==> design.v <==
package conv_pkg;
   localparam int DATA_W = 14;
   localparam int ACC_W  = 28;
   localparam int LANES  = 8;
   typedef logic signed [DATA_W-1:0] data_t;
endpackage
module sel_cell (
   input  logic            sel_n,
   input  logic            keep_n,
   input  conv_pkg::data_t nw,
   input  conv_pkg::data_t old,
   output conv_pkg::data_t y
);
   assign y = ~(({conv_pkg::DATA_W{sel_n}} | nw) & ({conv_pkg::DATA_W{keep_n}} | old));
endmodule
module mac_operand_scatter
#(
   parameter int N_TAPS   = 16,
   parameter int TREE_LAT = 5
) (
   input  logic                      clk,
   input  logic                      reset,
   input  conv_pkg::data_t                     in_data,
   input  logic                      in_valid,
   output logic                      in_ready,
   input  logic                      flush,
   input  logic                      w_we,
   input  logic [$clog2(N_TAPS)-1:0] w_addr,
   input  conv_pkg::data_t                     w_data,
   output logic                      w_err,
   output conv_pkg::data_t [conv_pkg::LANES-1:0]         lane_a,
   output conv_pkg::data_t [conv_pkg::LANES-1:0]         lane_b,
   output logic                      mac_en,
   output logic                      mac_clear,
   output logic                      sum_capture
);
   localparam int L = conv_pkg::LANES;
   logic              r_ph;           
   logic              r_rdy;          
   logic              r_en;           
   logic [3:0]        r_cnt;          
   logic [TREE_LAT+2:0] r_pipe;       
   conv_pkg::data_t   r_a [L];        
   conv_pkg::data_t   r_b [L];        
   conv_pkg::data_t   r_wa [L];       
   conv_pkg::data_t   r_wb [L];       
   logic              w_full;
   logic              w_shift;
   logic              w_sel_n, w_keep_n;
   logic              w_accept;
   logic              w_form;
   logic              w_wr;
   conv_pkg::data_t   w_dn, w_dz;
   assign w_full   = (r_cnt == 4'd15);
   assign in_ready = r_rdy;
   assign w_shift  = in_valid & r_rdy;
   assign w_sel_n  = ~w_shift;
   assign w_keep_n = w_shift;
   assign w_accept = w_shift & ~flush & ~reset;
   assign w_form   = w_accept & w_full;
   assign w_wr     = w_we & ~(r_pipe[0] & w_addr[3]);
   assign w_dn     = ~w_data;
   assign w_dz     = reset ? '0 : w_data;
   for (genvar gi = 0; gi < L; gi++) begin : g_bank
      conv_pkg::data_t w_sa, w_sb, w_na, w_nb;
      if (gi < L - 1) begin : g_mid
         assign w_sa = r_b[gi+1];
         assign w_sb = r_a[gi+1];
      end else begin : g_top
         assign w_sa = r_ph ? ~r_a[0] : ~in_data;
         assign w_sb = r_ph ? in_data : ~r_b[0];
      end
      sel_cell u_na (.sel_n(w_sel_n), .keep_n(w_keep_n), .nw(w_sa), .old(r_b[gi]), .y(w_na));
      sel_cell u_nb (.sel_n(w_sel_n), .keep_n(w_keep_n), .nw(w_sb), .old(r_a[gi]), .y(w_nb));
      logic w_hit, w_hit_a, w_hit_b;
      logic w_sel_a_n, w_keep_a_n, w_sel_b_n, w_keep_b_n;
      conv_pkg::data_t w_wna, w_wnb;
      assign w_hit      = w_wr && w_addr[2:0] == 3'(gi);
      assign w_hit_a    = w_hit & (w_addr[3] != r_ph);
      assign w_hit_b    = w_hit & (w_addr[3] == r_ph);
      assign w_sel_a_n  = ~w_hit_a | reset;
      assign w_keep_a_n = w_hit_a | reset;
      assign w_sel_b_n  = ~w_hit_b & ~reset;
      assign w_keep_b_n = w_hit_b;
      sel_cell u_wna (.sel_n(w_sel_a_n), .keep_n(w_keep_a_n), .nw(w_dn), .old(r_wb[gi]), .y(w_wna));
      sel_cell u_wnb (.sel_n(w_sel_b_n), .keep_n(w_keep_b_n), .nw(w_dz), .old(r_wa[gi]), .y(w_wnb));
      always_ff @(posedge clk) begin
         r_a[gi]  <= w_na;
         r_b[gi]  <= w_nb;
         r_wa[gi] <= w_wna;
         r_wb[gi] <= w_wnb;
      end
      assign lane_a[gi] = r_a[gi];
      assign lane_b[gi] = r_wa[gi];
   end
   always_ff @(posedge clk) begin
      if (reset) begin
         r_ph   <= 1'b0;
         r_rdy  <= 1'b1;
         r_en   <= 1'b0;
         r_cnt  <= '0;
         r_pipe <= '0;
         w_err  <= 1'b0;
      end else begin
         r_ph  <= ~r_ph;
         r_rdy <= flush | ~r_ph | ~(w_full | (w_accept & r_cnt == 4'd14));
         r_en  <= ~flush & (w_form | r_pipe[0]);
         if (flush)                   r_cnt <= '0;
         else if (w_accept & ~w_full) r_cnt <= r_cnt + 1'b1;
         if (flush) r_pipe <= '0;
         else       r_pipe <= {r_pipe[TREE_LAT+1:0], w_form};
         w_err <= w_we & ~w_wr;
      end
   end
   assign mac_en      = r_en;
   assign mac_clear   = r_pipe[0];
   assign sum_capture = r_pipe[TREE_LAT+2];
endmodule
==> flow/run.sh <==
#!/bin/bash
# The standard layout, with the port buffers made of the smallest buffer
# cell instead of the one ORFS picks by default.
set -euo pipefail
export BUFFER_PORTS_ARGS="-buffer_cell sky130_fd_sc_hd__buf_1"
bash standard.sh > standard_flow.log 2>&1
==> standard.sh <==
#!/bin/bash
# synth_recipe.tcl (not shown) runs the flow's synth.tcl, then flattens the netlist and writes it again
# the make line also repeats each setting of config.mk as NAME=value (left out here)
make -C /OpenROAD-flow-scripts/flow DESIGN_CONFIG=/design/flow/config.mk WORK_HOME=/design/flow/orfs CLKGATE_MAP_FILE= SYNTH_SCRIPT=/design/flow/synth_recipe.tcl "${@:-finish}"
==> config.mk <==
export PLATFORM = sky130hd
export DESIGN_NAME = mac_operand_scatter
export DESIGN_NICKNAME = mac_operand_scatter
export VERILOG_FILES = /design/flow/design.v
export SDC_FILE = /design/flow/constraint.sdc
export NUM_CORES = 4
export LEC_CHECK = 0
export CAP_MARGIN = 20
export CORE_MARGIN = 2
export CORE_UTILIZATION = 70
export CTS_CLUSTER_DIAMETER = 60
export CTS_CLUSTER_SIZE = 30
export PLACE_DENSITY = 0.8
export SETUP_SLACK_MARGIN = 2.9
export SLEW_MARGIN = 20
export SYNTH_HIERARCHICAL = 1
export SYNTH_MINIMUM_KEEP_SIZE = 0
==> constraint.sdc <==
create_clock -name core_clock -period 5.0 [get_ports {clk}]
set_input_delay 1.0000 -clock core_clock [delete_from_list [all_inputs] [get_ports {clk}]]
set_output_delay 1.0000 -clock core_clock [all_outputs]
set_load 0.01 [all_outputs]
==> impl_metrics.ini, run 1 <==
[setup_path]
worstPathRequired_ns = 4.00
cpPeakStageDelay_ns = 0.39
crit_family = flip-flops
worstPathCellList = buf_2
end_kind = output port
cp_num_buf_inv = 1
crit_path_top_delay_cell = dfxtp_1
cp.arrival_ns = 1.09
crit_path_start_kind = flip-flop
worstSetupPathType = reg2out
worstPathMaxFanout = 3

[layout]
post-route-util_pct = 81.4
fin_cells = 1642
final_layout_size_suffix_gt1_share_pct = 27.5
n_antenna_cell = 0
syn_to_final_growth_pct = 15.1
nets = 1409
design_area_mm2 = 0.0157

[clocking]
path_clk_slew_ns = 0.11
clockBufferDepth = 3
cts_tree = done
htreeDepth = 1
cts.sinks = 464
cts_made_buffers = 21
clock_latency_ns = 0.55
clockRootBuffer = clkbuf_16

[yosys]
syn-cell-area_mm2 = 0.0136
yosys-top-cells-count = dfxtp_1 (464), o22ai_1 (448), buf_6 (33)
synth-edff-count = 0
synth_top_cell_area_share_pct = 68.1
synth_fp_nets = 1186
ys_types = 31
netlist_instances = 1147
ys_top_cells_by_area = dfxtp_1 (68%), o22ai_1 (21%), buf_6 (2.7%)
post-synth-top-area-cell = dfxtp_1
yosysWarnings = 15
synth_top_flop_cell = dfxtp_1
synth.most_common_cell = dfxtp_1
avgSynthCellArea_um2 = 11.9
synth_seq_area_share_pct = 68.1
ys_ff_latch = 464
synthArstFlopShare_pct = 0

[power_and_ir_drop]
leakage_uw = 0.00616
power_density_mw_per_mm2 = 445
ir_worst_vdd_mv = 0.372

[flow_run]
drv_cap = 0

[route]
drtPass1Iterations = 6
drcViolationCount = 0
drt_iter0_drc = 995
vias = 10620
drt-total-wl_um = 36800
via_per_inst = 6.47
wl_per_cell_um = 22.4
ant_nets = 0

[place]
hpwlAfterDp_um = 23300
gp_congestion = 0.858
numPortBuffers = 265
placedInstanceArea_mm2 = 0.0144
dp_cells = 1606

[run_status]
status = no timing/DRC/antenna violations

[sta]
hold_ws_ns = 0.409
fin_setup_tns_ns = 0
rsz0062_at_grt = false
max_freq_ghz = 0.478
finalCriticalPeriod_ns = 2.09
final_hold_viol_count = 0
finalMaxSlewViolations = 0
setup_viol = 0
worstMarginPinSlew_ns = 0.971
slew_headroom_pct = 35.0
fin_crit_sh_pct = 41.9
skew_ns = 0.0252

[die]
fp.dieH_um = 144
fp-row-count = 51
core-area_mm2 = 0.0193
ios = 266
die_x_um = 144
start_util_pct = 70.7
die-area_mm2 = 0.0206

[global_route]
grt-ovfl-total = 0
antenna_found_initial = 1
first_global_vias = 9565
grt_max_degree = 173
grt.total_usage_pct = 33.4
grt_pass1_wl_um = 53700

[min_path]
hp-class = reg2reg
-- cells by family after synthesis --
family	after synthesis	synth area share, %
AO/OA/AOI/OAI	487	22.2
adder cells (fa/ha/maj)	2	0.184
buffers and inverters	93	5.31
flip-flops	464	68.1
multiplexers	15	1.10
AND/OR/NAND/NOR	86	3.05
-- per-layer routing --
metal  global-route usage, %  vias to the layer above  routed length, um
met1                    43.5                     5068              14300
met3                    7.03                       99               3460
li1                        -                     4858                  -
met5                       0                        -                 13
met2                    54.3                      593              17500
met4                    14.3                        2               1600
-- report_power, final --
part           switching, uW  total [uW]  leakage [uW]  internal (uW)
sequential               248        4290       0.00386           4040
clock                   1170        1970      0.000307            809
combinational            423         724       0.00200            301
total                   1840        6990       0.00616           5150
-- per-module statistics from Yosys (local to each module, per instance) --
module | cells | area (um2) | flops+latches
sel_cell | 16 | 106 | 0
mac_operand_scatter | 635 | 10200 | 464
-- stage by stage --
step	worst slack (ns)	total power, uW
after floorplan	2.11	4690
after global placement	2.13	4940
after detailed placement	2.02	4960
after CTS	2.90	6920
after global routing	2.88	7210
final	2.91	6990
-- timing repair --
action / 4_1_cts / 5_1_grt
buffers inserted: 0 / 5
resized for setup: 155 / 200
hold buffers: 0 / 0
pin swaps: 0 / 1
cloned: 1 / 0
setup endpoints to repair: 333 / 355
-- layout by cell type, fill, tap and decap left out, drive strengths merged --
cell	instances
a211oi	1
a21o	8
a21oi	14
a41oi	1
and2	16
and3	1
and4b	1
buf	171
bufbuf	1
clkbuf	125
clkinv	3
clkinvlp	2
dfxtp	464
ha	2
inv	21
mux2i	15
nand2	26
nand2b	4
nand3	3
nand3b	1
nor2	24
nor3	5
nor3b	1
nor4	1
o21ai	15
o22ai	448
or2	1
or3b	1
or4b	1
-- sequential cells by signal (all words and copies together) (netlist names) --
register  count
r_a         112
r_b         112
r_wa        112
r_wb        112
r_pipe        8
r_cnt         4
r_en          1
r_ph          1
r_rdy         1
w_err         1
-- final timing paths --
check	start	to	slack [ns]	depth (start not counted)
max	r_a[6][9]	lane_a[93]	2.91	1
min	r_wb[4][3]	r_wa[4][3]	0.41	1
max reg2reg	r_ph	r_wb[6][12]	3.05	4
min reg2reg	r_wb[4][3]	r_wa[4][3]	0.41	1
-- layout make-up --
cell class | count | area (um2)
tap | 265 | 332
multi-input combinational | 590 | 3770
clock inverter | 9 | 108
clock buffer | 21 | 526
fill | 1198 | 3580
timing repair buffer | 276 | 1440
inverter | 17 | 67.6
sequential | 464 | 9450
Testbench counts, summed over its fixed seeds: cycles 4,272, items 2,048.
==> inputs of run 2 (changes only) <==
--- a/config.mk
+++ b/config.mk
@@ -13,3 +13,3 @@
 export PLACE_DENSITY = 0.8
-export SETUP_SLACK_MARGIN = 2.9
+export SETUP_SLACK_MARGIN = 2.7
 export SLEW_MARGIN = 20
==> run 2 against run 1 <==
  * Setup slack lost 0.18 ns
  * Clock power is essentially flat
  * Maximum frequency shrank 7.9%
  * Sequential share of layout area grew 1.5 points
  * Critical path type is now in2reg
  * Largest cell class unchanged
==> impl_metrics.ini, run 2 <==
[setup_path]
worstPathCellList = clkdlybuf4s15_2, buf_4, nor2_1, o22ai_1
crit_path_start_kind = primary input
end_kind = flip-flop
crit_path_top_delay_cell = nor2_1
cpPeakStageDelay_ns = 0.69
worstPathMaxFanout = 24
worstSetupPathType = in2reg
worstPathRequired_ns = 5.40
cp.arrival_ns = 2.67

[place]
gp_congestion = 0.846
placedInstanceArea_mm2 = 0.0144
hpwlAfterDp_um = 23600
numPortBuffers = 265

[yosys]
ys_types = 31
synth_top_cell_area_share_pct = 68.1
ys_top_cells_by_area = dfxtp_1 (68%), o22ai_1 (21%), buf_6 (2.7%)
syn-cell-area_mm2 = 0.0136
netlist_instances = 1147
synth_top_flop_cell = dfxtp_1
synth.most_common_cell = dfxtp_1
synth_seq_area_share_pct = 68.1
avgSynthCellArea_um2 = 11.9
ys_ff_latch = 464
synth-edff-count = 0
yosys-top-cells-count = dfxtp_1 (464), o22ai_1 (448), buf_6 (33)
yosysWarnings = 15
synthArstFlopShare_pct = 0
post-synth-top-area-cell = dfxtp_1
synth_fp_nets = 1186

[route]
drcViolationCount = 0
ant_nets = 0
drt-total-wl_um = 35600
drtPass1Iterations = 6
vias = 10401
wl_per_cell_um = 21.7
drt_iter0_drc = 1038
via_per_inst = 6.34

[die]
start_util_pct = 70.7
die-area_mm2 = 0.0206
ios = 266
fp-row-count = 51
die_x_um = 144
core-area_mm2 = 0.0193
fp.dieH_um = 144

[clocking]
clockBufferDepth = 3
htreeDepth = 1
cts_tree = done
path_clk_slew_ns = 0.11
cts.sinks = 464
clock_latency_ns = 0.55
clockRootBuffer = clkbuf_16
cts_made_buffers = 21
postCtsHoldBufs = 0

[sta]
skew_ns = 0.0212
fin_crit_sh_pct = 45.5
max_freq_ghz = 0.440
final_hold_viol_count = 0
worstMarginPinSlew_ns = 0.873
slew_headroom_pct = 41.6
rsz0062_at_grt = false
finalMaxSlewViolations = 0
setup_viol = 0
finalCriticalPeriod_ns = 2.27
fin_setup_tns_ns = 0

[global_route]
first_global_vias = 9448
grt_util_met2_pct = 56.3
grt_util_met1_pct = 41.4
busiest_layer = met2
grt.total_usage_pct = 32.4
grt_max_degree = 120
met3_usage_pct = 6.83
antenna_found_initial = 0
grt_pass1_wl_um = 52300
grt-ovfl-total = 0

[flow_run]
drv_cap = 0

[layout]
design_area_mm2 = 0.0151
final_layout_size_suffix_gt1_share_pct = 4.07
syn_to_final_growth_pct = 10.5
n_antenna_cell = 0
nets = 1405
mostFrequentLayoutCell = dfxtp_1
fill_cells = 1321
mostFrequentLayoutCells = dfxtp_1 (463), o22ai_1 (448), buf_1 (264)
post-route-util_pct = 78.2

[min_path]
hp-class = reg2reg

[power_and_ir_drop]
ir_worst_vdd_mv = 0.412
total_power_uw = 6890
power_density_mw_per_mm2 = 457
leakage_uw = 0.00546

[run_status]
status = no timing/DRC/antenna violations
-- run 2: cell counts after synthesis --
No cell type changed its count.
-- run 2: modules after synthesis, one instance, submodules excluded --
module               times used  flip-flops and latches
sel_cell                     32                       0
mac_operand_scatter           1                     464
-- run 2: metrics by stage --
stage	setup WS, ns	instances	hold slack, ns
2_1_floorplan	2.11	1147	0.388
3_3_place_gp	1.90	1606	0.390
3_5_place_dp	1.87	1606	0.394
4_1_cts	2.75	1639	0.409
5_1_grt	2.70	1640	0.421
6_report	2.73	1640	0.403
-- run 2: final cells by class --
cell class | count | area [um2] | share of cell area (%)
flip-flops and latches | 464 | 9290 | 61.7
multi-input cells | 592 | 3680 | 24.4
repair buffers | 270 | 1050 | 6.95
clock buffers | 22 | 539 | 3.58
well taps | 265 | 332 | 2.20
clock inverters | 10 | 100 | 0.665
inverters | 17 | 67.6 | 0.449
-- run 2: worst paths after layout --
path / startpoint / end / slack (ns) / cells after the start
max: reset / r_wb[7][11] / 2.73 / 4
min: r_wb[5][3] / r_wa[5][3] / 0.40 / 1
min reg2reg: r_wb[5][3] / r_wa[5][3] / 0.40 / 1
max reg2reg: r_ph / r_wa[6][3] / 2.82 / 4
-- run 2: logic make-up after synthesis --
group / Yosys count / share of synthesized area, %
AOI/OAI and AO/OA: 487 / 22.2
and+or+nand+nor: 86 / 3.05
adders and majority gates: 2 / 0.184
buffers and inverters: 93 / 5.31
DFF: 464 / 68.1
muxes: 15 / 1.10
-- run 2: worst max-delay path, delay by kind of cell --
kind | cells | cell delay [ns]
buf+inv | 2 | 0.78
simple gates | 1 | 0.69
compound gates | 1 | 0.19
-- run 2: power by group --
part	total, uW	internal, uW	switching [uW]
combinational	644	239	405
sequential	4260	4020	244
clock	1980	825	1160
-- run 2: repair_timing --
| action | in CTS | in global routing |
|---|---|---|
| resized for setup | 13 | 3 |
| setup endpoints to repair | 442 | 123 |
| pin swaps | 1 | 1 |
| cloned | 1 | 1 |
| buffers inserted | 0 | 0 |
-- run 2: metal layers --
| metal | up-vias | part of all wire (%) |
|---|---|---|
| li1 | 4859 | - |
| met2 | 465 | 50 |
| met5 | - | 0 |
| met3 | 52 | 8.6 |
| met1 | 5025 | 39 |
| met4 | 0 | 1.9 |
==> inputs of run 3 (changes only) <==
--- a/config.mk
+++ b/config.mk
@@ -13,3 +13,3 @@
 export PLACE_DENSITY = 0.8
-export SETUP_SLACK_MARGIN = 2.7
+export SETUP_SLACK_MARGIN = 2.8
 export SLEW_MARGIN = 20
==> run 3 against run 2 <==
  * Still clean on timing, DRC and antenna
  * Setup slack better by 0.11 ns
  * Sequential share of layout area is 0.57 points lower
  * Combinational power is 2% higher
  * Non-clock buffer count is 7 higher
  * Wire length is 0.58% higher
  * Synthesized area stayed put
  * Global-route usage is 0.10 points higher
  * Via count is 1.5% higher
  * Maximum frequency is 5.0% higher
  * Cell count is 0.43% higher
  * Critical path type is now reg2out
==> impl_metrics.ini, run 3 <==
[sta]
final_hold_viol_count = 0
worstMarginPinSlew_ns = 0.843
skew_ns = 0.0194
max_freq_ghz = 0.462
hold_ws_ns = 0.404
finalCriticalPeriod_ns = 2.17
finalMaxSlewViolations = 0
slew_headroom_pct = 43.8
fin_setup_tns_ns = 0
setup_viol = 0
rsz0062_at_grt = false
fin_crit_sh_pct = 43.3

[route]
wl_per_cell_um = 21.7
drt-total-wl_um = 35800
drt_iter0_drc = 942
drtPass1Iterations = 7
vias = 10552
drcViolationCount = 0
via_per_inst = 6.41
ant_nets = 0

[setup_path]
cp_num_buf_inv = 1
worstPathRequired_ns = 4.00
crit_path_top_delay_cell = dfxtp_1
crit_family = flip-flops
worstPathMaxFanout = 3
worstPathCellList = buf_1
r2r-start = r_ph
end_kind = output port
cpPeakStageDelay_ns = 0.44
ff2ff_setup_slack_ns = 2.87
crit_path_start_kind = flip-flop
worst-path-stages = 1
r2r_cells = 4
cp.arrival_ns = 1.17
r2r_end = r_wb[2][12]
worstSetupPathType = reg2out

[yosys]
ys_top_cells_by_area = dfxtp_1 (68%), o22ai_1 (21%), buf_6 (2.7%)
synth.most_common_cell = dfxtp_1
synth-edff-count = 0
synth_seq_area_share_pct = 68.1
synth_top_family_by_area = compound AO/OA/AOI/OAI gates
synth_fp_nets = 1186
syn-cell-area_mm2 = 0.0136
netlist_instances = 1147
post-synth-top-area-cell = dfxtp_1
synth_compound_area_share_pct = 22.2
synthArstFlopShare_pct = 0
ys_ff_latch = 464
yosys-top-cells-count = dfxtp_1 (464), o22ai_1 (448), buf_6 (33)
yosysWarnings = 15
synth_xor_area_share_pct = 0
ys_types = 31
avgSynthCellArea_um2 = 11.9
yosys.area_share.simple_pct = 3.05
synth_fa_ha_area_share_pct = 0.184
synth.area.mux_share_pct = 1.10
synth_top_cell_area_share_pct = 68.1
synth_top_flop_cell = dfxtp_1

[layout]
multi_input_area_mm2 = 0.00376
nets = 1412
final_layout_size_suffix_gt1_share_pct = 7.09
n_antenna_cell = 0
ff_latch_area_mm2 = 0.00929
syn_to_final_growth_pct = 11.5
fill_cells = 1297
mostFrequentLayoutCell = dfxtp_1
mostFrequentLayoutCells = dfxtp_1 (462), o22ai_1 (448), buf_1 (257)

[power_and_ir_drop]
power.switching_uw = 1810
swShare_pct = 26.3
ir_worst_vdd_mv = 0.412
combPwrFrac_pct = 9.5
leakage_uw = 0.00552
p_int_uw = 5090
power_density_mw_per_mm2 = 454
p_clk_share_pct = 28.7
p_seq_share_pct = 61.7
total_power_uw = 6900

[die]
ios = 266
fp-row-count = 51
fp.dieH_um = 144
core-area_mm2 = 0.0193
die_x_um = 144
die-area_mm2 = 0.0206
start_util_pct = 70.7

[global_route]
grt-ovfl-total = 0
grt.total_usage_pct = 32.5
antenna_found_initial = 0
grt_pass1_wl_um = 52400
grt_max_degree = 120
first_global_vias = 9483

[clocking]
clockBufferDepth = 3
htreeDepth = 1
path_clk_slew_ns = 0.11
clock_latency_ns = 0.54
clockRootBuffer = clkbuf_16
cts_tree = done
cts_made_buffers = 21
cts.sinks = 464

[min_path]
hp-start = r_wb[5][3]
hp-class = reg2reg
holdPathEnd = r_wa[5][3]
hold_depth = 1

[flow_run]
drv_cap = 0

[place]
gp_congestion = 0.846
numPortBuffers = 265
hpwlAfterDp_um = 23600

[run_status]
status = no timing/DRC/antenna violations
==> run 3: cell counts after synthesis <==
Identical to the previous run, type by type.
==> run 3: per-stage QoR <==
stage	setup slack (ns)	cells	cell area, um2	util, %
after floorplan	2.11	1147	13700	-
final	2.83	1647	15200	78.9
after detailed placement	1.87	1606	14400	74.5
after CTS	2.71	1640	15100	78.2
after global placement	1.90	1606	14300	74.4
after global routing	2.76	1647	15200	78.9
==> run 3: worst max-delay path by stage <==
| stage | start | endpoint | slack [ns] |
|---|---|---|---|
| 5_1_grt | w_addr[3] | r_wa[4][6] | 2.76 |
| 3_5_place_dp | in_valid | r_cnt[0] | 1.87 |
| 3_3_place_gp | in_valid | r_cnt[0] | 1.90 |
| 4_1_cts | w_addr[3] | r_wa[3][9] | 2.71 |
| 2_1_floorplan | in_valid | r_a[0][10] | 2.11 |
| 6_report | r_a[2][11] | lane_a[39] | 2.83 |
==> run 3: layout make-up <==
| cell class | count | share of cell area (%) |
|---|---|---|
| timing repair buffer | 277 | 7.32 |
| tap | 265 | 2.18 |
| sequential | 464 | 61.1 |
| multi-input combinational | 592 | 24.7 |
| clock inverter | 10 | 0.658 |
| inverter | 17 | 0.444 |
| clock buffer | 22 | 3.55 |
==> run 3: what timing repair did <==
| item | CTS | global route |
|---|---|---|
| endpoints found under the setup margin | 446 | 196 |
| pin swaps | 1 | 2 |
| gates resized for setup | 23 | 33 |
| hold buffers | 0 | 0 |
| gates cloned | 2 | 0 |
| buffers inserted | 0 | 7 |
==> run 3: worst reg2reg max path, stage by stage, from the launching register on <==
cell	delay [ns]
dfxtp_4	0.75
nand3b_1	0.22
o21ai_4	0.26
and2_1	0.59
o22ai_1	0.18
==> run 3: logic make-up (layout without fill, tap and decap cells) <==
family	after synthesis	after routing
compound gates	487	487
flops	464	464
buf+inv	93	326
simple gates	86	88
mux	15	15
fa+ha+maj	2	2
==> run 3: modules after synthesis (local to each module, per instance) <==
| module | cells inside | flops+latches |
|---|---|---|
| mac_operand_scatter | 635 | 464 |
| sel_cell | 16 | 0 |
==> run 3: power groups by stage <==
stage               Combinational [uW]  Sequential (uW)  Clock (uW)
CTS                                640             4250        1990
finish                             658             4260        1980
floorplan                          363             4330           0
global route                       709             4290        2130
detailed placement                 629             4330           0
global placement                   607             4330           0
==> run 3: per-layer routing <==
| layer | up-vias | share of wire, % | track usage, % |
|---|---|---|---|
| met5 | - | 0 | 0 |
| met3 | 72 | 8.2 | 6.83 |
| met4 | 0 | 2.4 | 9.18 |
| met1 | 5134 | 40 | 41.4 |
| li1 | 4875 | - | - |
| met2 | 471 | 49 | 56.1 |
==> inputs of run 4 (changes only) <==
--- a/config.mk
+++ b/config.mk
@@ -10,4 +10,2 @@
 export CORE_UTILIZATION = 70
-export CTS_CLUSTER_DIAMETER = 60
-export CTS_CLUSTER_SIZE = 30
 export PLACE_DENSITY = 0.8
==> run 4 against run 3 <==
  * Largest cell class unchanged
  * Sequential share of layout area down 2.9 points
  * Critical endpoint is now r_wa[1][2]
  * Clock-buffer cell count up 45
  * Final area rose by 5.0%
  * Still clean on timing, DRC and antenna
  * Maximum frequency shrank 0.50%
  * Sequential power about the same
==> impl_metrics.ini, run 4 <==
[yosys]
ys_top_cells_by_area = dfxtp_1 (68%), o22ai_1 (21%), buf_6 (2.7%)
synth.most_common_cell = dfxtp_1
avgSynthCellArea_um2 = 11.9
ys_types = 31
synth_fa_ha_area_share_pct = 0.184
synthArstFlopShare_pct = 0
synth_fp_nets = 1186
synth.area.mux_share_pct = 1.10
ys_ff_latch = 464
synth-edff-count = 0
synth_top_family_by_area = compound AO/OA/AOI/OAI gates
synth_xor_area_share_pct = 0
netlist_instances = 1147
post-synth-top-area-cell = dfxtp_1
yosys.area_share.simple_pct = 3.05
synth_compound_area_share_pct = 22.2
synth_top_cell_area_share_pct = 68.1
yosys-top-cells-count = dfxtp_1 (464), o22ai_1 (448), buf_6 (33)
synth_seq_area_share_pct = 68.1
synth_top_flop_cell = dfxtp_1
yosysWarnings = 15
syn-cell-area_mm2 = 0.0136

[route]
drt_iter0_drc = 984
drt-total-wl_um = 37300
drcViolationCount = 0
drtPass1Iterations = 6
via_per_inst = 6.38
ant_nets = 0
wl_per_cell_um = 22.1
vias = 10791

[power_and_ir_drop]
p_int_uw = 6210
combPwrFrac_pct = 8.1
p_seq_share_pct = 52.1
power_density_mw_per_mm2 = 514
swShare_pct = 24.3
total_power_uw = 8200
power.switching_uw = 1990
p_clk_share_pct = 39.9
leakage_uw = 0.00589
ir_worst_vdd_mv = 0.473

[global_route]
first_global_vias = 9931
grt.total_usage_pct = 34.1
grt-ovfl-total = 0
antenna_found_initial = 0
grt_max_degree = 120
grt_pass1_wl_um = 54600

[die]
fp-row-count = 51
die_x_um = 144
ios = 266
die-area_mm2 = 0.0206
fp.dieH_um = 144
start_util_pct = 70.7
core-area_mm2 = 0.0193

[sta]
finalMaxSlewViolations = 0
fin_crit_sh_pct = 43.5
finalCriticalPeriod_ns = 2.18
worstMarginPinSlew_ns = 0.851
setup_viol = 0
max_freq_ghz = 0.459
rsz0062_at_grt = true
slew_headroom_pct = 43.3
skew_ns = 0.0236
fin_setup_tns_ns = 0
final_hold_viol_count = 0

[clocking]
cts.sinks = 464
clockRootBuffer = clkbuf_16
clockBufferDepth = 3
cts_made_buffers = 42
postCtsHoldBufs = 0
htreeDepth = 2
path_clk_slew_ns = 0.06
clock_latency_ns = 0.53
cts_tree = done

[setup_path]
worstSetupPathType = in2reg
worstPathRequired_ns = 5.43
worstPathMaxFanout = 14
end_kind = flip-flop
cp.arrival_ns = 2.60
crit_path_start_kind = primary input
r2r-start = r_ph
setup.worst_path.start = w_addr[3]

[layout]
design_area_mm2 = 0.0160
n_antenna_cell = 0
final_layout_size_suffix_gt1_share_pct = 8.84
nets = 1433
mostFrequentLayoutCells = dfxtp_1 (463), o22ai_1 (448), buf_1 (264)
syn_to_final_growth_pct = 17.1
mostFrequentLayoutCell = dfxtp_1

[min_path]
hp-class = reg2reg
hp-start = r_wb[5][3]

[place]
placedInstanceArea_mm2 = 0.0144
numPortBuffers = 265
hpwlAfterDp_um = 23600
gp_congestion = 0.846

[flow_run]
drv_cap = 0

[run_status]
status = no timing/DRC/antenna violations
-- run 4: what timing repair did --
action | CTS | global route
resized for setup | 20 | 27
pin swaps | 1 | 2
endpoints found under the setup margin | 443 | 209
gates cloned | 2 | 0
buffers inserted | 0 | 7
-- run 4: area by class of cell --
class,instances,area (um2)
clock buffers,67,1310
multi-input cells,592,3740
fillers,1178,3310
inverters,17,67.6
flip-flops and latches,464,9290
clock inverters,9,124
well taps,265,332
repair buffers,277,1100
-- run 4: critical path, stage by stage --
cell,delay (ns)
buf_1,0.18
or3b_1,0.44
a21oi_4,0.39
nand2_2,0.29
o22ai_1,0.29
-- run 4: final timing paths --
check          endpoint  cells after the start  slack, ns
max          r_wa[1][2]                      5       2.82
min          r_wa[5][3]                      1       0.40
max reg2reg  r_wb[4][2]                      3       2.85
min reg2reg  r_wa[5][3]                      1       0.40
-- run 4: per-layer routing --
metal | track usage (%) | vias to the layer above | routed length, um
met3 | 8.43 | 75 | 3230
met4 | 12.0 | 0 | 1130
met1 | 42.0 | 5228 | 14600
met5 | 0 | - | 0
met2 | 58.6 | 562 | 18400
li1 | - | 4926 | -
-- run 4: cell families after synthesis --
group                    count (synthesis)
AND/OR/NAND/NOR                         86
multiplexers                            15
flip-flops                             464
AO/OA/AOI/OAI                          487
buffers and inverters                   93
adder cells (fa/ha/maj)                  2
-- run 4: Yosys stat by module (local to each module, per instance) --
module	cells	times used	area [um2]
mac_operand_scatter	635	1	10200
sel_cell	16	32	106
-- run 4: power by group through the flow --
stage          Combinational (uW)  Sequential (uW)  Clock (uW)
6_report                      662             4270        3270
4_1_cts                       643             4260        3280
3_5_place_dp                  629             4330           0
5_1_grt                       708             4290        3440
3_3_place_gp                  607             4330           0
2_1_floorplan                 363             4330           0
-- run 4: stage by stage --
step / cells / util, % / hold slack (ns) / worst slack (ns)
floorplan: 1147 / - / 0.388 / 2.11
global placement: 1606 / 74.4 / 0.390 / 1.90
detailed placement: 1606 / 74.5 / 0.394 / 1.87
CTS: 1684 / 82.3 / 0.402 / 2.72
finish: 1691 / 82.8 / 0.401 / 2.82
global route: 1691 / 82.8 / 0.412 / 2.73
==> inputs of run 5 (changes only) <==
==> flow/run.sh (replaced) <==
#!/bin/bash
# The standard layout with two changes:
# - the port buffers are made of the smallest buffer cell instead of the one
#   ORFS picks by default;
# - after clock tree synthesis the tree's root buffer is removed, so the clock
#   port drives the tree's first level (two buffers) directly; timing is then
#   repaired again before the rest of the flow (post_cts.tcl).
set -euo pipefail
export BUFFER_PORTS_ARGS="-buffer_cell sky130_fd_sc_hd__buf_1"
export POST_CTS_TCL="$PWD/flow/post_cts.tcl"
bash standard.sh > standard_flow.log 2>&1
==> flow/post_cts.tcl (new file) <==
proc remove_clock_root {} {
  set block [ord::get_db_block]
  set clk [$block findNet clk]
  set root ""
  foreach it [$clk getITerms] { if {[$it isInputSignal]} { set root [$it getInst] } }
  if {$root eq ""} { puts "remove_clock_root: no root buffer"; return }
  set rootout ""
  foreach it [$root getITerms] { if {[$it isOutputSignal]} { set rootout [$it getNet] } }
  set loads {}
  foreach it [$rootout getITerms] { if {[$it isInputSignal]} { lappend loads $it } }
  if {[llength $loads] + [llength [$clk getITerms]] - 1 > 4} {
    puts "remove_clock_root: root buffer drives [llength $loads] pins, kept"
    return
  }
  foreach it $loads { $it disconnect; $it connect $clk }
  puts "remove_clock_root: removed [$root getName], moved [llength $loads] loads to clk"
  odb::dbInst_destroy $root
  odb::dbNet_destroy $rootout
}

remove_clock_root
estimate_parasitics -placement
report_clock_latency
repair_timing_helper
detailed_placement
check_placement -verbose
estimate_parasitics -placement
report_worst_slack
--- a/config.mk
+++ b/config.mk
@@ -10,4 +10,6 @@
 export CORE_UTILIZATION = 70
+export CTS_CLUSTER_DIAMETER = 60
+export CTS_CLUSTER_SIZE = 30
 export PLACE_DENSITY = 0.8
-export SETUP_SLACK_MARGIN = 2.8
+export SETUP_SLACK_MARGIN = 2.9
 export SLEW_MARGIN = 20
==> run 5 against run 4 <==
  * Cell count decreased by 3.0%
  * Combinational power grew 5.1%
  * Final area decreased by 3.5%
  * Sequential share of layout area grew 2.5 points
  * Register-to-register slack gained 0.12 ns
  * Global-route usage down 0.80 points
  * Critical endpoint is now r_wb[1][8]
  * Clock-buffer cell count is 47 lower
==> impl_metrics.ini, run 5 <==
[run_status]
status = no timing/DRC/antenna violations

[die]
core-area_mm2 = 0.0193
die-area_mm2 = 0.0206
start_util_pct = 70.7
die_x_um = 144
fp-row-count = 51
ios = 266
fp.dieH_um = 144

[sta]
fin_crit_sh_pct = 41.1
skew_ns = 0.0251
finalMaxSlewViolations = 0
finalCriticalPeriod_ns = 2.05
rsz0062_at_grt = true
worstMarginPinSlew_ns = 0.966
fin_setup_tns_ns = 0
setup_viol = 0
slew_headroom_pct = 35.3
final_hold_viol_count = 0
max_freq_ghz = 0.487

[setup_path]
worstPathMaxFanout = 35
crit_path_top_delay_cell = nor2_1
setup.worst_path.start = reset
ff2ff_setup_slack_ns = 2.97
end_kind = flip-flop
cp_num_buf_inv = 2
cp.arrival_ns = 2.32
crit_path_start_kind = primary input
worstPathCellList = buf_1, buf_4, nor2_1, o22ai_1
cpPeakStageDelay_ns = 0.79
r2r-start = r_ph
worstSetupPathType = in2reg
worstPathRequired_ns = 5.27
crit_family = simple AND/OR/NAND/NOR gates

[min_path]
hp-class = reg2reg
hp-start = r_wb[4][3]

[yosys]
syn-cell-area_mm2 = 0.0136
synth_top_cell_area_share_pct = 68.1
post-synth-top-area-cell = dfxtp_1
synth.most_common_cell = dfxtp_1
netlist_instances = 1147
synthArstFlopShare_pct = 0
synth_fp_nets = 1186
ys_types = 31
synth-edff-count = 0
avgSynthCellArea_um2 = 11.9
yosysWarnings = 15
ys_top_cells_by_area = dfxtp_1 (68%), o22ai_1 (21%), buf_6 (2.7%)
synth_top_flop_cell = dfxtp_1
yosys-top-cells-count = dfxtp_1 (464), o22ai_1 (448), buf_6 (33)
ys_ff_latch = 464
synth_seq_area_share_pct = 68.1

[route]
drt-total-wl_um = 36900
wl_per_cell_um = 22.5
drcViolationCount = 0
drtPass1Iterations = 5
ant_nets = 0
drt_iter0_drc = 1011
via_per_inst = 6.51
vias = 10669

[layout]
post-route-util_pct = 80.0
mostFrequentLayoutCell = o22ai_1
syn_to_final_growth_pct = 13.0
fin_cells = 1640
n_antenna_cell = 0
nets = 1407
mostFrequentLayoutCells = o22ai_1 (447), dfxtp_1 (414), buf_1 (180)
final_layout_size_suffix_gt1_share_pct = 15.5

[power_and_ir_drop]
ir_worst_vdd_mv = 0.368
leakage_uw = 0.00580
power_density_mw_per_mm2 = 447

[global_route]
grt_max_degree = 173
grt_pass1_wl_um = 53800
grt.total_usage_pct = 33.3
first_global_vias = 9534
antenna_found_initial = 1
grt-ovfl-total = 0

[clocking]
cts.sinks = 464
path_clk_slew_ns = 0.11
clock_latency_ns = 0.41
cts_tree = done

[flow_run]
drv_cap = 0

[place]
gp_congestion = 0.858
dp_cells = 1606
numPortBuffers = 265
hpwlAfterDp_um = 23300
run 5: cell counts after synthesis:
Identical to the previous run, type by type.
run 5: path summary, 6_finish.rpt:
| check | endpoint | cells past startpoint |
|---|---|---|
| setup reg to reg | r_wb[1][7] | 3 |
| hold / removal | r_wa[4][3] | 1 |
| setup / recovery | r_wb[1][8] | 4 |
| hold reg to reg | r_wa[4][3] | 1 |
run 5: cell families after synthesis:
kind of cell / Yosys count / synth area share [%]
multiplexers: 15 / 1.10
AND/OR/NAND/NOR: 86 / 3.05
adder cells (fa/ha/maj): 2 / 0.184
flip-flops: 464 / 68.1
AO/OA/AOI/OAI: 487 / 22.2
buffers and inverters: 93 / 5.31
run 5: area by class of cell:
class	instances	area, um2
fillers	1263	3860
inverters	17	67.6
repair inverters	1	5.00
well taps	265	332
flip-flops and latches	464	9360
repair buffers	274	1300
clock buffers	20	500
multi-input cells	590	3730
clock inverters	9	108
run 5: through the flow:
stage               hold slack, ns  instance area, um2  total power [uW]  worst slack, ns
detailed placement           0.402               14400              4960             2.02
global route                 0.408               15400              7110             2.88
global placement             0.390               14400              4940             2.13
floorplan                    0.388               13700              4690             2.11
finish                       0.406               15400              6890             2.95
run 5: layer usage:
layer	share of wire, %	GRT usage (%)
met1	39	44.2
met2	48	55.5
met3	9.4	6.06
met4	3.9	11.2
met5	0.033	0
run 5: worst register-to-register path: cells and delay by family, from the launching register on:
kind / cells / cell delay [ns]
DFF: 1 / 0.75
AOI/OAI and AO/OA: 3 / 1.13
run 5: report_power, final:
| part | switching, uW | total (uW) | internal [uW] |
|---|---|---|---|
| Combinational | 418 | 696 | 279 |
| Sequential | 250 | 4280 | 4030 |
| Clock | 1140 | 1920 | 775 |
| Total | 1810 | 6890 | 5080 |
run 5: per-module statistics from Yosys, one instance, submodules excluded:
module / times used / cells inside
mac_operand_scatter: 1 / 635
sel_cell: 32 / 16
==> inputs of run 6 (changes only) <==
--- a/flow/run.sh
+++ b/flow/run.sh
@@ -6,5 +6,6 @@
 #   port drives the tree's first level (two buffers) directly; timing is then
-#   repaired again before the rest of the flow (post_cts.tcl).
+#   repaired (post_cts.tcl) instead of before the removal.
 set -euo pipefail
 export BUFFER_PORTS_ARGS="-buffer_cell sky130_fd_sc_hd__buf_1"
+export SKIP_CTS_REPAIR_TIMING=1
 export POST_CTS_TCL="$PWD/flow/post_cts.tcl"
--- a/config.mk
+++ b/config.mk
@@ -13,3 +13,3 @@
 export PLACE_DENSITY = 0.8
-export SETUP_SLACK_MARGIN = 2.9
+export SETUP_SLACK_MARGIN = 3.0
 export SLEW_MARGIN = 20
==> run 6 against run 5 <==
  * Clock power is 23% higher
  * Combinational power is 3.9% higher
  * Non-clock buffer count is 3 higher
  * Sequential share of layout area is 1.8 points lower
  * First-iteration DRC count is 13% lower
  * Critical path depth is 1 higher
  * Final area is 3.2% higher
  * Via count is 1.2% higher
  * Highest routed layer is now met4
==> impl_metrics.ini, run 6 <==
[yosys]
synth-edff-count = 0
synth_top_cell_area_share_pct = 68.1
synth_top_flop_cell = dfxtp_1
synth_fp_nets = 1186
netlist_instances = 1147
ys_types = 31
synth.most_common_cell = dfxtp_1
avgSynthCellArea_um2 = 11.9
syn-cell-area_mm2 = 0.0136
yosys-top-cells-count = dfxtp_1 (464), o22ai_1 (448), buf_6 (33)
yosysWarnings = 15
ys_top_cells_by_area = dfxtp_1 (68%), o22ai_1 (21%), buf_6 (2.7%)
synth_seq_area_share_pct = 68.1
post-synth-top-area-cell = dfxtp_1
ys_ff_latch = 464
synthArstFlopShare_pct = 0

[sta]
setup_viol = 0
max_freq_ghz = 0.490
fin_crit_sh_pct = 40.8
rsz0062_at_grt = true
finalMaxSlewViolations = 0
slew_headroom_pct = 36.8
skew_ns = 0.0269
worstMarginPinSlew_ns = 0.944
fin_setup_tns_ns = 0
final_hold_viol_count = 0
finalCriticalPeriod_ns = 2.04

[route]
wl_per_cell_um = 23.0
drtPass1Iterations = 5
drt-total-wl_um = 38100
drcViolationCount = 0
drt_iter0_drc = 879
vias = 10797
ant_nets = 0
via_per_inst = 6.53

[setup_path]
cp-endpoint = r_wa[5][12]
worstPathCellList = buf_1, nand2b_1, nor2_2, a21o_2, o22ai_1
worstPathMaxFanout = 14
cp.arrival_ns = 2.33
crit_path_start_kind = primary input
worstPathRequired_ns = 5.29
ff2ff_setup_slack_ns = 3.20
crit_path_top_delay_cell = a21o_2
end_kind = flip-flop
setup.worst_path.start = w_addr[2]
r2r_cells = 5
r2r_end = r_wb[0][9]
worstSetupPathType = in2reg
r2r-start = r_ph
cpPeakStageDelay_ns = 0.40

[clocking]
cts.sinks = 464
cts_tree = done
path_clk_slew_ns = 0.11
clock_latency_ns = 0.42

[layout]
n_antenna_cell = 0
syn_to_final_growth_pct = 16.6
final_layout_size_suffix_gt1_share_pct = 18.3
nets = 1414
mostFrequentLayoutCells = o22ai_1 (445), dfxtp_1 (414), buf_1 (165)
design_area_mm2 = 0.0159
mostFrequentLayoutCell = o22ai_1
fill_cells = 1126
post-route-util_pct = 82.5

[global_route]
first_global_vias = 10013
grt_pass1_wl_um = 56500
grt.total_usage_pct = 35.0
antenna_found_initial = 0
grt-ovfl-total = 0
grt_max_degree = 66

[power_and_ir_drop]
power_density_mw_per_mm2 = 463
ir_worst_vdd_mv = 0.417
leakage_uw = 0.00607

[die]
start_util_pct = 70.7
fp.dieH_um = 144
fp-row-count = 51
die_x_um = 144
die-area_mm2 = 0.0206
ios = 266
core-area_mm2 = 0.0193

[place]
numPortBuffers = 265
gp_congestion = 0.883
placedInstanceArea_mm2 = 0.0144
hpwlAfterDp_um = 23800

[flow_run]
drv_cap = 0

[min_path]
hp-class = reg2reg

[run_status]
status = no timing/DRC/antenna violations
-- run 6: cell counts after synthesis --
Identical to the previous run, type by type.
-- run 6: layout make-up --
cell class	count	area (um2)	share of cell area [%]
clock inverter	13	248	1.56
inverter	17	67.6	0.425
sequential	464	9360	58.9
timing repair buffer	277	1350	8.47
clock buffer	26	628	3.95
tap	265	332	2.09
multi-input combinational	592	3910	24.6
-- run 6: how the worst min path moves through the flow --
stage | end | startpoint | slack (ns) | cells past startpoint
6_report | r_wa[0][12] | r_wb[0][12] | 0.41 | 1
5_1_grt | r_wa[0][12] | r_wb[0][12] | 0.41 | 1
3_5_place_dp | r_wa[0][12] | r_wb[0][12] | 0.39 | 1
3_3_place_gp | r_wa[0][12] | r_wb[0][12] | 0.39 | 1
2_1_floorplan | r_wa[0][12] | r_wb[0][12] | 0.39 | 1
-- run 6: metal layers --
layer,vias up,GRT usage [%],part of all wire [%]
met5,-,0,0
met4,0,9.86,2.6
met3,70,6.46,8.5
met2,589,60.3,50
met1,5264,45.4,39
li1,4874,-,-
-- run 6: Yosys stat by module, one instance, submodules excluded --
module | times used | cells
mac_operand_scatter | 1 | 635
sel_cell | 32 | 16
-- run 6: critical path: cells and delay by family --
kind | cells | cell delay [ns]
AOI/OAI and AO/OA | 2 | 0.54
buffers and inverters | 1 | 0.29
and+or+nand+nor | 2 | 0.50
-- run 6: cells by family after synthesis --
family / count (synthesis) / share of synthesized area (%)
AO/OA/AOI/OAI: 487 / 22.2
buffers and inverters: 93 / 5.31
flip-flops: 464 / 68.1
adder cells (fa/ha/maj): 2 / 0.184
AND/OR/NAND/NOR: 86 / 3.05
multiplexers: 15 / 1.10
-- run 6: stage by stage --
step,worst slack [ns],power [uW],instances,hold slack (ns)
after floorplan,2.11,4700,1147,0.388
after global placement,1.47,4950,1607,0.390
after detailed placement,1.45,4970,1607,0.394
after global routing,2.90,7600,1654,0.413
final,2.96,7360,1654,0.411
-- run 6: power breakdown --
group          leakage [uW]  internal [uW]  switching [uW]  total, uW
clock              0.000422           1090            1270       2360
sequential          0.00384           4030             251       4280
combinational       0.00181            285             438        723
total               0.00607           5400            1960       7360
==> inputs of run 7 (changes only) <==
--- a/config.mk
+++ b/config.mk
@@ -17 +17,2 @@
 export SYNTH_MINIMUM_KEEP_SIZE = 0
+export TNS_END_PERCENT = 0
==> run 7 against run 6 <==
  * Critical endpoint is now lane_a[94]
  * Combinational power is 7.6% lower
  * Clock power is 13% lower
  * Critical path depth is 4 lower
  * Total power is 4.9% lower
  * Clock-buffer cell count is 2 lower
==> impl_metrics.ini, run 7 <==
[route]
ant_nets = 0
met2WireLength_um = 17600
drtPass1Iterations = 5
wl_per_cell_um = 22.0
drcViolationCount = 0
wl_met3_um = 3310
drt-total-wl_um = 36200
vias = 10590
via_per_inst = 6.43
drt_iter0_drc = 1093
m1WireLength_um = 14300
highest_layer = met4

[yosys]
synth-edff-count = 0
synthArstFlopShare_pct = 0
synth.most_common_cell = dfxtp_1
syn-cell-area_mm2 = 0.0136
ys_ff_latch = 464
avgSynthCellArea_um2 = 11.9
synth_top_flop_cell = dfxtp_1
synth_top_cell_area_share_pct = 68.1
yosysWarnings = 15
post-synth-top-area-cell = dfxtp_1
yosys-top-cells-count = dfxtp_1 (464), o22ai_1 (448), buf_6 (33)
synth_fp_nets = 1186
ys_top_cells_by_area = dfxtp_1 (68%), o22ai_1 (21%), buf_6 (2.7%)
netlist_instances = 1147
synth_seq_area_share_pct = 68.1
ys_types = 31

[die]
die_x_um = 144
core-area_mm2 = 0.0193
fp.dieH_um = 144
die-area_mm2 = 0.0206
ios = 266
start_util_pct = 70.7
fp-row-count = 51

[setup_path]
worstPathCellList = buf_1
crit_family = flip-flops
cp.arrival_ns = 1.07
worstPathRequired_ns = 4.00
ff2ff_setup_slack_ns = 3.09
crit_path_top_delay_cell = dfxtp_1
end_kind = output port
crit_path_start_kind = flip-flop
cp_num_buf_inv = 1
worstSetupPathType = reg2out
worstPathMaxFanout = 3
cpPeakStageDelay_ns = 0.44

[sta]
final_hold_viol_count = 0
fin_setup_tns_ns = 0
max_freq_ghz = 0.483
finalCriticalPeriod_ns = 2.07
worst_slack_ns = 2.93
fin_crit_sh_pct = 41.4
rsz0062_at_grt = true
slew_headroom_pct = 45.7
finalMaxSlewViolations = 0
worstMarginPinSlew_ns = 0.812
skew_ns = 0.0183
setup_viol = 0

[flow_run]
drv_cap = 0

[layout]
nets = 1412
post-route-util_pct = 80.0
fill_cells = 1252
syn_to_final_growth_pct = 13.1
design_area_mm2 = 0.0154
ff_latch_area_mm2 = 0.00929
mostFrequentLayoutCells = dfxtp_1 (462), o22ai_1 (445), buf_1 (262)
n_antenna_cell = 0
mostFrequentLayoutCell = dfxtp_1
multi_input_area_mm2 = 0.00386
final_layout_size_suffix_gt1_share_pct = 7.52

[clocking]
cts.sinks = 464
clock_latency_ns = 0.42
path_clk_slew_ns = 0.11
cts_tree = done

[global_route]
grt_max_degree = 177
grt.total_usage_pct = 33.1
grt-ovfl-total = 0
antenna_found_initial = 0
grt_pass1_wl_um = 53100
first_global_vias = 9496

[min_path]
hp-class = reg2reg

[place]
place_ws_ns = 2.02
hpwlAfterDp_um = 23200
placedInstanceArea_mm2 = 0.0144
numPortBuffers = 265
gp_congestion = 0.849

[power_and_ir_drop]
leakage_uw = 0.00560
ir_worst_vdd_mv = 0.347
total_power_uw = 6990
power_density_mw_per_mm2 = 454

[run_status]
status = no timing/DRC/antenna violations
## run 7: worst register-to-register path, delay by kind of cell (launching register included)
family / cells / cell delay (ns)
flops: 1 / 0.63
compound gates: 3 / 1.13
## run 7: final timing paths
path              cells after the start  startpoint    endpoint
setup reg to reg                      3        r_ph  r_wb[3][1]
hold reg to reg                       1  r_wb[7][4]  r_wa[7][4]
setup / recovery                      1  r_a[6][10]  lane_a[94]
hold / removal                        1  r_wb[7][4]  r_wa[7][4]
## run 7: metal layers
layer / up-vias / track usage, %
met4: 0 / 9.91
met5: - / 0
met2: 539 / 56.1
met3: 77 / 7.66
li1: 4870 / -
met1: 5104 / 42.6
## run 7: per-module statistics from Yosys, one instance, submodules excluded
module	cells inside	area [um2]
mac_operand_scatter	635	10200
sel_cell	16	106
## run 7: metrics by stage
stage                     hold slack [ns]  std cells
after floorplan                     0.388       1147
after global placement              0.391       1606
after detailed placement            0.397       1606
after global routing                0.416       1648
final                               0.403       1648
## run 7: final cells by class
class | instances | area share (%)
Inverter | 17 | 0.438
Tap cell | 265 | 2.15
Clock buffer | 24 | 3.62
Clock inverter | 9 | 0.788
Multi-Input combinational cell | 592 | 25.0
Sequential cell | 464 | 60.3
Timing Repair Buffer | 277 | 7.66
## run 7: kinds of logic (layout without fill, tap and decap cells)
logic type,after synthesis,after routing,share of synthesized area (%)
compound gates,487,487,22.2
buf+inv,93,327,5.31
simple gates,86,88,3.05
flops,464,464,68.1
mux,15,15,1.10
fa+ha+maj,2,2,0.184
## run 7: power breakdown
group | total, uW | internal [uW] | switching (uW)
logic | 668 | 256 | 412
registers | 4270 | 4020 | 252
clock network | 2060 | 863 | 1200
total | 6990 | 5130 | 1860
==> inputs of run 8 (changes only) <==
--- a/config.mk
+++ b/config.mk
@@ -13,3 +13,3 @@
 export PLACE_DENSITY = 0.8
-export SETUP_SLACK_MARGIN = 3.0
+export SETUP_SLACK_MARGIN = 2.9
 export SLEW_MARGIN = 20
==> run 8 against run 7 <==
  * Non-clock buffer count is 5 lower
  * Utilization down 0.74 points
  * Total power decreased by 0.26%
  * Critical path type is now in2reg
  * Critical endpoint is now r_wb[1][7]
==> impl_metrics.ini, run 8 <==
[run_status]
status = no timing/DRC/antenna violations

[yosys]
ys_types = 31
post-synth-top-area-cell = dfxtp_1
synth_fp_nets = 1186
syn-cell-area_mm2 = 0.0136
avgSynthCellArea_um2 = 11.9
synthArstFlopShare_pct = 0
yosys-top-cells-count = dfxtp_1 (464), o22ai_1 (448), buf_6 (33)
synth_top_flop_cell = dfxtp_1
synth_top_cell_area_share_pct = 68.1
synth_seq_area_share_pct = 68.1
synth-edff-count = 0
ys_top_cells_by_area = dfxtp_1 (68%), o22ai_1 (21%), buf_6 (2.7%)
synth.most_common_cell = dfxtp_1
ys_ff_latch = 464
netlist_instances = 1147
yosysWarnings = 15

[clocking]
path_clk_slew_ns = 0.11
cts_tree = done
cts.sinks = 464
clock_latency_ns = 0.41

[layout]
post-route-util_pct = 79.2
n_antenna_cell = 0
syn_to_final_growth_pct = 12.0
mostFrequentLayoutCell = dfxtp_1
fill_cells = 1262
mostFrequentLayoutCells = dfxtp_1 (463), o22ai_1 (447), buf_1 (263)
final_layout_size_suffix_gt1_share_pct = 6.68
nets = 1407

[sta]
skew_ns = 0.0190
fin_setup_tns_ns = 0
worstMarginPinSlew_ns = 0.829
final_hold_viol_count = 0
max_freq_ghz = 0.460
fin_crit_sh_pct = 43.5
hold_ws_ns = 0.404
setup_viol = 0
slew_headroom_pct = 44.5
rsz0062_at_grt = true
finalCriticalPeriod_ns = 2.17
worst_slack_ns = 2.83
finalMaxSlewViolations = 0

[global_route]
antenna_found_initial = 0
first_global_vias = 9312
grt_pass1_wl_um = 51800
grt.total_usage_pct = 32.3
grt-ovfl-total = 0
grt_max_degree = 177

[setup_path]
worstPathRequired_ns = 5.28
cpPeakStageDelay_ns = 0.51
r2r_cells = 3
cp.arrival_ns = 2.45
crit_path_top_delay_cell = nor2_2
worstSetupPathType = in2reg
worstPathMaxFanout = 20
end_kind = flip-flop
worstPathCellList = clkdlybuf4s15_2, buf_4, nor2_2, o22ai_1
crit_path_start_kind = primary input

[die]
die-area_mm2 = 0.0206
start_util_pct = 70.7
fp-row-count = 51
die_x_um = 144
ios = 266
core-area_mm2 = 0.0193
fp.dieH_um = 144

[power_and_ir_drop]
total_power_uw = 6980
ir_worst_vdd_mv = 0.348
leakage_uw = 0.00552
power_density_mw_per_mm2 = 457

[route]
ant_nets = 0
vias = 10535
drcViolationCount = 0
via_per_inst = 6.41
drt_iter0_drc = 1002
wl_per_cell_um = 21.8
drt-total-wl_um = 35800
drtPass1Iterations = 6

[min_path]
hp-class = reg2reg
hold_depth = 1

[place]
hpwlAfterDp_um = 23200
numPortBuffers = 265
gp_congestion = 0.849
place_ws_ns = 2.02

[flow_run]
drv_cap = 0
run 8: cells by family (layout without fill, tap and decap cells):
group,count (synthesis),after routing,share of synthesized area [%]
compound gates,487,487,22.2
fa+ha+maj,2,2,0.184
buf+inv,93,322,5.31
flops,464,464,68.1
mux,15,15,1.10
simple gates,86,88,3.05
run 8: worst max-delay path: cells and delay by family:
family | cells | cell delay [ns]
and+or+nand+nor | 1 | 0.51
AOI/OAI and AO/OA | 1 | 0.17
buffers and inverters | 2 | 0.75
run 8: through the flow:
step,instances,instance area (um2)
after floorplan,1147,13700
after global placement,1606,14400
after detailed placement,1606,14400
after global routing,1643,15300
final,1643,15300
run 8: where the power goes:
group / internal, uW / switching (uW) / leakage [uW]
Clock: 863 / 1190 / 0.000333
Combinational: 247 / 402 / 0.00135
Sequential: 4020 / 254 / 0.00384
Total: 5130 / 1850 / 0.00552
run 8: area by class of cell:
type	count	area (um2)	area share (%)
flip-flops and latches	464	9290	60.9
multi-input cells	592	3780	24.7
repair buffers	272	1120	7.33
clock buffers	24	558	3.65
well taps	265	332	2.17
clock inverters	9	121	0.795
inverters	17	67.6	0.443
run 8: worst paths after layout:
kind	slack [ns]	from	endpoint
max	2.83	reset	r_wb[1][7]
min	0.40	r_wb[7][4]	r_wa[7][4]
max reg2reg	2.95	r_ph	r_wb[5][3]
min reg2reg	0.40	r_wb[7][4]	r_wa[7][4]
run 8: per-module statistics from Yosys, one instance, submodules excluded:
| module | flops+latches | cells inside | area, um2 |
|---|---|---|---|
| mac_operand_scatter | 464 | 635 | 10200 |
| sel_cell | 0 | 16 | 106 |
run 8: routing by layer:
metal	global-route usage, %	wire length (um)
met1	41.8	14200
met2	54.6	17400
met3	7.56	3240
met4	9.13	1020
met5	0	0
==> inputs of run 9 (changes only) <==
--- a/config.mk
+++ b/config.mk
@@ -7,3 +7,3 @@
 export LEC_CHECK = 0
-export CAP_MARGIN = 20
+export CAP_MARGIN = 0
 export CORE_MARGIN = 2
@@ -14,5 +14,4 @@
 export SETUP_SLACK_MARGIN = 2.9
-export SLEW_MARGIN = 20
+export SLEW_MARGIN = 0
 export SYNTH_HIERARCHICAL = 1
 export SYNTH_MINIMUM_KEEP_SIZE = 0
-export TNS_END_PERCENT = 0
==> run 9 against run 8 <==
  * First-iteration DRC count decreased by 0.40%
  * Register-to-register slack improved by 0.11 ns
  * Largest power group unchanged
  * Wire length rose by 1.6%
  * Critical path depth unchanged
  * Still clean
  * Cell count decreased by 0.24%
  * Combinational power up 3.7%
  * Hold slack better by 0.0057 ns
  * Synthesized area did not move
  * Sequential power is essentially flat
  * Clock-buffer cell count down 4
==> impl_metrics.ini, run 9 <==
[layout]
nets = 1406
fill_cells = 1286
mostFrequentLayoutCells = dfxtp_1 (462), o22ai_1 (448), buf_1 (261)
mostFrequentLayoutCell = dfxtp_1
ff_latch_area_mm2 = 0.00929
post-route-util_pct = 79.1
multi_input_area_mm2 = 0.00375
n_antenna_cell = 0
syn_to_final_growth_pct = 11.8
final_layout_size_suffix_gt1_share_pct = 5.97

[route]
wl_per_cell_um = 22.2
via_per_inst = 6.43
drcViolationCount = 0
ant_nets = 0
drt-total-wl_um = 36400
drtPass1Iterations = 5
vias = 10543
drt_iter0_drc = 998

[global_route]
grt.total_usage_pct = 33.2
antenna_found_initial = 1
grt-ovfl-total = 0
grt_max_degree = 173
grt_pass1_wl_um = 53600
first_global_vias = 9553

[yosys]
ys_types = 31
yosys-top-cells-count = dfxtp_1 (464), o22ai_1 (448), buf_6 (33)
synth_fp_nets = 1186
synth_top_flop_cell = dfxtp_1
ys_ff_latch = 464
synth.most_common_cell = dfxtp_1
avgSynthCellArea_um2 = 11.9
netlist_instances = 1147
synthArstFlopShare_pct = 0
syn-cell-area_mm2 = 0.0136
ys_top_cells_by_area = dfxtp_1 (68%), o22ai_1 (21%), buf_6 (2.7%)
synth_top_cell_area_share_pct = 68.1
post-synth-top-area-cell = dfxtp_1
yosysWarnings = 15
synth-edff-count = 0
synth_seq_area_share_pct = 68.1

[setup_path]
end_kind = flip-flop
worstSetupPathType = in2reg
crit_path_top_delay_cell = nor2_1
crit_family = simple AND/OR/NAND/NOR gates
setup.worst_path.start = reset
worstPathRequired_ns = 5.25
worstPathCellList = buf_1, buf_4, nor2_1, o22ai_1
cpPeakStageDelay_ns = 0.78
worstPathMaxFanout = 35
crit_path_start_kind = primary input
cp.arrival_ns = 2.32
r2r-start = r_ph
cp_num_buf_inv = 2

[power_and_ir_drop]
leakage_uw = 0.00551
ir_worst_vdd_mv = 0.367
power_density_mw_per_mm2 = 450

[die]
die_x_um = 144
fp-row-count = 51
die-area_mm2 = 0.0206
ios = 266
start_util_pct = 70.7
fp.dieH_um = 144
core-area_mm2 = 0.0193

[run_status]
status = no timing/DRC/antenna violations

[clocking]
cts.sinks = 464
cts_tree = done
path_clk_slew_ns = 0.10
clock_latency_ns = 0.41

[sta]
rsz0062_at_grt = true
max_freq_ghz = 0.482
final_hold_viol_count = 0
finalMaxSlewViolations = 0
setup_viol = 0
finalCriticalPeriod_ns = 2.07
fin_crit_sh_pct = 41.5
slew_headroom_pct = 37.7
skew_ns = 0.0221
worstMarginPinSlew_ns = 0.931
fin_setup_tns_ns = 0

[place]
gp_congestion = 0.858
hpwlAfterDp_um = 23300
numPortBuffers = 265

[flow_run]
drv_cap = 0

[min_path]
hp-class = reg2reg
hp-start = r_wb[4][3]
==> run 9: cell type report <==
class                   instances  share of cell area, %
repair buffers                274                   7.76
well taps                     265                   2.18
flip-flops and latches        464                   61.0
inverters                      17                  0.443
clock buffers                  20                   3.28
multi-input cells             590                   24.6
clock inverters                 9                  0.706
==> run 9: report_power, final <==
| part | switching, uW | total (uW) | leakage, uW | internal (uW) |
|---|---|---|---|---|
| Combinational | 419 | 674 | 0.00138 | 255 |
| Clock | 1140 | 1920 | 0.000294 | 775 |
| Sequential | 245 | 4260 | 0.00384 | 4020 |
==> run 9: per-stage QoR <==
step	setup slack (ns)	power, uW	hold WS, ns	instances	cell area [um2]
after global placement	2.13	4940	0.390	1606	14400
after floorplan	2.11	4690	0.388	1147	13700
after global routing	2.87	7080	0.409	1639	15200
final	2.93	6850	0.410	1639	15200
after detailed placement	2.02	4960	0.402	1606	14400
==> run 9: worst register-to-register path, delay by kind of cell, from the launching register on <==
kind            cells  cell delay (ns)
compound gates      3             1.15
flops               1             0.64
==> run 9: Yosys stat by module, one instance, submodules excluded <==
module,cells,copies in the design,flops+latches
sel_cell,16,32,0
mac_operand_scatter,635,1,464
==> run 9: cells by family (layout without fill, tap and decap cells) <==
logic type                 Yosys count  in the layout  share of synthesized area, %
AOI/OAI and AO/OA                  487            487                          22.2
adders and majority gates            2              2                         0.184
muxes                               15             15                          1.10
and+or+nand+nor                     86             86                          3.05
buffers and inverters               93            320                          5.31
DFF                                464            464                          68.1
==> run 9: path summary, 6_finish.rpt <==
path,endpoint,slack [ns],depth (start not counted)
max,r_wb[0][8],2.93,4
min,r_wa[4][3],0.41,1
max reg2reg,r_wb[1][7],3.06,3
min reg2reg,r_wa[4][3],0.41,1
==> run 9: per-layer routing <==
metal  track usage, %  share of wire, %  wire (um)
met3             6.56               9.2       3350
met5                0             0.033         12
met1             43.6                39      14300
met4             12.1               3.7       1350
met2             54.8                48      17400
==> inputs of run 10 (changes only) <==
--- a/config.mk
+++ b/config.mk
@@ -7,10 +7,10 @@
 export LEC_CHECK = 0
-export CAP_MARGIN = 0
+export CAP_MARGIN = 20
 export CORE_MARGIN = 2
-export CORE_UTILIZATION = 70
+export CORE_UTILIZATION = 75
 export CTS_CLUSTER_DIAMETER = 60
 export CTS_CLUSTER_SIZE = 30
-export PLACE_DENSITY = 0.8
-export SETUP_SLACK_MARGIN = 2.9
-export SLEW_MARGIN = 0
+export PLACE_DENSITY = 0.85
+export SETUP_SLACK_MARGIN = 2.95
+export SLEW_MARGIN = 20
 export SYNTH_HIERARCHICAL = 1
==> run 10 against run 9 <==
  * Global-route usage up 3.8 points
  * Sequential share of layout area shrank 0.93 points
  * Wire length up 9.0%
  * Clock power barely moved
  * Die area down 6.5%
  * Clock skew increased by 0.0073 ns
  * Maximum frequency fell by 3.8%
  * Cell count fell by 1.3%
  * Utilization grew 7.4 points
  * Via count increased by 5.7%
  * First-iteration DRC count up 18%
  * Still clean on timing, DRC and antenna
  * Highest routed layer is now met4
==> impl_metrics.ini, run 10 <==
[power_and_ir_drop]
ir_worst_vdd_mv = 0.482
power_density_mw_per_mm2 = 448
p_clk_share_pct = 28.0
p_seq_share_pct = 61.7
p_int_uw = 5070
leakage_uw = 0.00572
combPwrFrac_pct = 10.4
power.switching_uw = 1870
swShare_pct = 26.9

[yosys]
syn-cell-area_mm2 = 0.0136
synth_fp_nets = 1186
ys_ff_latch = 464
synth.most_common_cell = dfxtp_1
synth_top_flop_cell = dfxtp_1
post-synth-top-area-cell = dfxtp_1
synth_top_cell_area_share_pct = 68.1
avgSynthCellArea_um2 = 11.9
synth-edff-count = 0
ys_types = 31
ys_top_cells_by_area = dfxtp_1 (68%), o22ai_1 (21%), buf_6 (2.7%)
synthArstFlopShare_pct = 0
netlist_instances = 1147
yosys-top-cells-count = dfxtp_1 (464), o22ai_1 (448), buf_6 (33)
synth_seq_area_share_pct = 68.1
yosysWarnings = 15

[sta]
max_freq_ghz = 0.464
fin_setup_tns_ns = 0
slew_headroom_pct = 44.4
final_hold_viol_count = 0
fin_crit_sh_pct = 43.1
hold_ws_ns = 0.409
finalCriticalPeriod_ns = 2.16
rsz0062_at_grt = true
worstMarginPinSlew_ns = 0.831
skew_ns = 0.0294
setup_viol = 0
finalMaxSlewViolations = 0

[die]
die-area_mm2 = 0.0193
core-area_mm2 = 0.0179
fp-row-count = 49
ios = 266
start_util_pct = 76.1
fp.dieH_um = 139
die_x_um = 139

[layout]
multi_input_area_mm2 = 0.00395
fill_cells = 938
syn_to_final_growth_pct = 13.6
ff_latch_area_mm2 = 0.00930
post-route-util_pct = 86.5
n_antenna_cell = 0
mostFrequentLayoutCells = dfxtp_1 (458), o22ai_1 (445), buf_1 (241)
nets = 1419
final_layout_size_suffix_gt1_share_pct = 9.87
fin_cells = 1617
mostFrequentLayoutCell = dfxtp_1

[place]
dp_cells = 1569
numPortBuffers = 265
gp_congestion = 0.869
hpwlAfterDp_um = 23500

[global_route]
grt_pass1_wl_um = 57200
grt-ovfl-total = 0
grt_max_degree = 193
antenna_found_initial = 0
first_global_vias = 10136
grt.total_usage_pct = 37.0

[route]
drt_iter0_drc = 1179
via_per_inst = 6.89
drcViolationCount = 0
wl_per_cell_um = 24.6
ant_nets = 0
drt-total-wl_um = 39700
drtPass1Iterations = 7
vias = 11148

[setup_path]
worstPathMaxFanout = 14
cp.arrival_ns = 2.45
worstPathRequired_ns = 5.29
worstSetupPathType = in2reg
end_kind = flip-flop
crit_path_start_kind = primary input

[clocking]
clock_latency_ns = 0.42
path_clk_slew_ns = 0.11
cts.sinks = 464
cts_tree = done

[run_status]
status = no timing/DRC/antenna violations

[min_path]
hp-class = reg2reg

[flow_run]
drv_cap = 0
## run 10: cell types whose count changed in the layout (fill, tap and decap cells not counted), moves of 4 or more
cell | before | now
buf_1 | 261 | 241
clkbuf_2 | 4 | 18
nor2_1 | 24 | 10
buf_4 | 3 | 12
nor2_4 | 0 | 9
nand2_2 | 9 | 1
nand2_4 | 0 | 8
buf_2 | 0 | 5
nor2_2 | 0 | 5
dfxtp_1 | 462 | 458
dfxtp_2 | 1 | 5
## run 10: final timing paths
check              startpoint     endpoint  slack [ns]  cells after the start
setup / recovery    w_addr[0]   r_wb[4][6]        2.84                      5
hold / removal    r_wb[3][12]  r_wa[3][12]        0.41                      1
setup reg to reg         r_ph  r_wa[7][10]        3.11                      5
hold reg to reg   r_wb[3][12]  r_wa[3][12]        0.41                      1
## run 10: metal layers
metal  part of all wire, %  GRT usage (%)
met1                    36           47.0
met2                    48           62.3
met3                    11           7.80
met4                   4.7           14.9
met5                     0              0
## run 10: modules after synthesis, one instance, submodules excluded
module,times used,cell area [um2],flops+latches,cells inside
sel_cell,32,106,0,16
mac_operand_scatter,1,10200,464,635
## run 10: kinds of logic (layout without fill, tap and decap cells)
family / Yosys count / after routing / share of synthesized area [%]
multiplexers: 15 / 15 / 1.10
buffers and inverters: 93 / 332 / 5.31
flip-flops: 464 / 464 / 68.1
AND/OR/NAND/NOR: 86 / 88 / 3.05
AO/OA/AOI/OAI: 487 / 487 / 22.2
adder cells (fa/ha/maj): 2 / 2 / 0.184
## run 10: critical path, stage by stage
cell and delay, ns:
buf_1 0.09, nand2b_1 0.26, nor2_1 0.51, and2_2 0.44, o22ai_1 0.14
## run 10: area by class of cell
class / count / share of cell area [%]
Clock inverter: 8 / 0.622
Sequential cell: 464 / 60.1
Inverter: 17 / 0.436
Timing Repair Buffer: 284 / 8.17
Timing Repair inverter: 1 / 0.0485
Clock buffer: 22 / 3.28
Multi-Input combinational cell: 592 / 25.5
Tap cell: 229 / 1.85
## run 10: power by group through the flow
stage	registers, uW	logic (uW)	clock network [uW]
final	4280	720	1940
after detailed placement	4340	631	0
after global routing	4300	762	2060
after floorplan	4330	365	0
after global placement	4330	605	0
## run 10: through the flow
| step | setup WS [ns] | cell area (um2) | total power [uW] |
|---|---|---|---|
| 2_1_floorplan | 2.11 | 13700 | 4690 |
| 3_3_place_gp | 1.83 | 14300 | 4940 |
| 3_5_place_dp | 1.75 | 14300 | 4970 |
| 5_1_grt | 2.78 | 15500 | 7120 |
| 6_report | 2.84 | 15500 | 6940 |
